Background: an optimization exercise with open tools, aiming at small area and a short achievable clock period. Do not read the settings as production practice.
The RTL was checked by simulation tests, not by an equivalence proof against the original design.

==> inputs of job 1702 <==
Design mac_pipe_nxn, start of the top module:
module mac_pipe_nxn #(
    parameter int unsigned DW    = 32,
    parameter int unsigned LAT   = 3,
    parameter int unsigned GUARD = 8
) (
    input  logic                  i_clk,
    input  logic                  i_rstn,
    input  logic                  i_valid,
    output logic                  o_ready,
    input  logic                  i_multa_ns,
    input  logic                  i_multb_ns,
    input  logic [DW-1:0]         i_multa,
    input  logic [DW-1:0]         i_multb,
    input  logic                  i_acc_en,
    input  logic                  i_acc_clr,
    output logic                  o_valid,
    input  logic                  i_ready,
    output logic [2*DW-1:0]       o_product,
    output logic [2*DW+GUARD-1:0] o_acc,
    output logic                  o_acc_ovf
);
    logic advance;
    assign advance = !(o_valid && !i_ready);
    assign o_ready = advance;
    logic        r1_vld;
    logic [31:0] r1_a_n, r1_a;
    logic        r1_ea_n, r1_ea, r1_sxen, r1_en, r1_clr;
    logic [16:0] r1_p1, r1_m1, r1_corr;
    logic [15:0] r1_p2;
    logic [16:0] rc;
    assign rc[0] = 1'b0;
  ...
clock: 12.5 ns
lec_check: 0
abc_area: 1
cap_margin: 0
core_margin: 2
core_utilization: 60
slew_margin: 0
synth_hierarchical: 1
synth_minimum_keep_size: 0
standard.sh (not shown) runs the stock make flow with config.mk's settings and CLKGATE_MAP_FILE= SYNTH_SCRIPT=/design/flow/synth_recipe.tcl, a recipe that flattens the netlist after the stock synthesis.
==> flow/flow/run.sh <==
#!/bin/bash
# Layout flow: the standard flow (standard.sh runs every ORFS step from synthesis to
# finish) with these settings changed:
#  - the ports are buffered with sky130_fd_sc_hd__buf_1 cells (buffer_ports -buffer_cell);
#  - the timing repair steps aim for 7.1 ns of setup slack (SETUP_SLACK_MARGIN);
#  - clock tree synthesis: -sink_clustering_enable -repair_clock_nets -buf_list sky130_fd_sc_hd__clkbuf_4 -dont_use_dummy_load -sink_clustering_size 8 -sink_clustering_max_diameter 50
# The constraints (clock period, input and output delays, loads) are the standard flow's, unchanged.
# make's output goes to make_finish.log; each ORFS step logs to orfs/logs/.
set -euo pipefail
bash standard.sh "BUFFER_PORTS_ARGS=-buffer_cell sky130_fd_sc_hd__buf_1" "SETUP_SLACK_MARGIN=7.1" \
  "CTS_ARGS=-sink_clustering_enable -repair_clock_nets -buf_list sky130_fd_sc_hd__clkbuf_4 -dont_use_dummy_load -sink_clustering_size 8 -sink_clustering_max_diameter 50" finish > make_finish.log 2>&1
==> job 5145: changes against job 1702 <==
--- a/flow/flow/run.sh
+++ b/flow/flow/run.sh
@@ -4,3 +4,3 @@
 #  - the ports are buffered with sky130_fd_sc_hd__buf_1 cells (buffer_ports -buffer_cell);
-#  - the timing repair steps aim for 7.1 ns of setup slack (SETUP_SLACK_MARGIN);
+#  - the timing repair steps aim for 7.15 ns of setup slack (SETUP_SLACK_MARGIN);
 #  - clock tree synthesis: -sink_clustering_enable -repair_clock_nets -buf_list sky130_fd_sc_hd__clkbuf_4 -dont_use_dummy_load -sink_clustering_size 8 -sink_clustering_max_diameter 50
@@ -9,3 +9,3 @@
 set -euo pipefail
-bash standard.sh "BUFFER_PORTS_ARGS=-buffer_cell sky130_fd_sc_hd__buf_1" "SETUP_SLACK_MARGIN=7.1" \
+bash standard.sh "BUFFER_PORTS_ARGS=-buffer_cell sky130_fd_sc_hd__buf_1" "SETUP_SLACK_MARGIN=7.15" \
   "CTS_ARGS=-sink_clustering_enable -repair_clock_nets -buf_list sky130_fd_sc_hd__clkbuf_4 -dont_use_dummy_load -sink_clustering_size 8 -sink_clustering_max_diameter 50" finish > make_finish.log 2>&1
==> job 2168: changes against job 1702 <==
--- a/flow/flow/run.sh
+++ b/flow/flow/run.sh
@@ -4,3 +4,3 @@
 #  - the ports are buffered with sky130_fd_sc_hd__buf_1 cells (buffer_ports -buffer_cell);
-#  - the timing repair steps aim for 7.1 ns of setup slack (SETUP_SLACK_MARGIN);
+#  - the timing repair steps aim for 7.2 ns of setup slack (SETUP_SLACK_MARGIN);
 #  - clock tree synthesis: -sink_clustering_enable -repair_clock_nets -buf_list sky130_fd_sc_hd__clkbuf_4 -dont_use_dummy_load -sink_clustering_size 8 -sink_clustering_max_diameter 50
@@ -9,3 +9,3 @@
 set -euo pipefail
-bash standard.sh "BUFFER_PORTS_ARGS=-buffer_cell sky130_fd_sc_hd__buf_1" "SETUP_SLACK_MARGIN=7.1" \
+bash standard.sh "BUFFER_PORTS_ARGS=-buffer_cell sky130_fd_sc_hd__buf_1" "SETUP_SLACK_MARGIN=7.2" \
   "CTS_ARGS=-sink_clustering_enable -repair_clock_nets -buf_list sky130_fd_sc_hd__clkbuf_4 -dont_use_dummy_load -sink_clustering_size 8 -sink_clustering_max_diameter 50" finish > make_finish.log 2>&1
==> impl_metrics.env <==
export IMPL_r2r_slack_ps=7130
export IMPL_final_cell_mix="nor2_1, nand2_1, fa_1"
export IMPL_wl_met2_mm=53.4
export IMPL_track_usage=0.392
export IMPL_final_setup_skew_ps=80.5
export IMPL_period_share=0.430
export IMPL_drt_total_wl_mm=123
export IMPL_nonClockBufferCount=312
export IMPL_highest_layer="met4"
export IMPL_run_status="timing/DRC/antenna clean"
export IMPL_stdcell_count=4679
export IMPL_via_per_inst=6.76
export IMPL_firstDrtPassIters=8
[end of results for job 1702]
==> impl_metrics.env <==
export IMPL_run_status="timing/DRC/antenna clean"
export IMPL_final_setup_skew_ps=81.1
export IMPL_stdcell_count=4689
export IMPL_via_per_inst=6.76
export IMPL_r2r_slack_ps=7130
export IMPL_firstDrtPassIters=7
export IMPL_period_share=0.431
export IMPL_crit_chain="clkbuf_2, nor2_4, inv_2, clkbuf_2"
export IMPL_cts_sinks=320
export IMPL_track_usage=0.393
export IMPL_drt_total_wl_mm=123
export IMPL_final_cell_mix="nor2_1, nand2_1, fa_1"
export IMPL_use_met2=0.586
export IMPL_wl_met2_mm=53.5
export IMPL_nonClockBufferCount=322
[end of results for job 5145]
==> impl_metrics.env <==
export IMPL_final_cell_mix="nor2_1, nand2_1, fa_1"
export IMPL_track_usage=0.393
export IMPL_firstDrtPassIters=12
export IMPL_crit_family="buffers and inverters"
export IMPL_highest_layer="met5"
export IMPL_multi_input_cells=2881
export IMPL_final_setup_skew_ps=86.2
export IMPL_r2r_slack_ps=7210
export IMPL_period_share=0.431
export IMPL_stdcell_count=4699
export IMPL_via_per_inst=6.75
export IMPL_n_tap_cell=782
export IMPL_nonClockBufferCount=331
export IMPL_arrival_ps=2880
export IMPL_layout_commonest_cell="nor2_1"
export IMPL_synthTopCellsByCount="nor2_1, nand2_1, fa_1"
export IMPL_wl_met2_mm=53.5
export IMPL_run_status="timing/DRC/antenna clean"
[end of results for job 2168]

==> port drivers added, routing unchanged <==
Ports are ideal in the flow. The routed layouts listed here were re-timed in OpenROAD. Step 1 (the two cells are an assumption about what drives the block):
set clk [get_ports {i_clk}]
set_driving_cell -lib_cell sky130_fd_sc_hd__clkbuf_16 $clk
set_driving_cell -lib_cell sky130_fd_sc_hd__buf_2 [delete_from_list [all_inputs] $clk]
Step 2, shift: input delay + t, output delay - t, t = (earliest + latest rising clock arrival at the registers) / 2. This alone moves slack from input paths to output paths. Slacks: ideal ports / drivers / drivers and shift; pairs: ideal ports / drivers.
run	t, ns	setup WS [ns]	latest minus earliest clock arrival (ns)	slew at the worst register clock pin (ns)	worst slew at a driven data input, ns
job 1702	0.904	7.124 / 7.095 / 7.095	0.081 / 0.082	0.11 / 0.11	0.05
job 5145	0.899	7.119 / 7.094 / 7.094	0.081 / 0.081	0.11 / 0.11	0.05
job 2168	0.898	7.118 / 7.075 / 7.075	0.088 / 0.088	0.10 / 0.10	0.06
After both steps every run listed still meets setup and hold. For job 2168, which loses most, drivers alone change the setup slack by -0.043 ns; drivers and shift together by -0.043 ns.
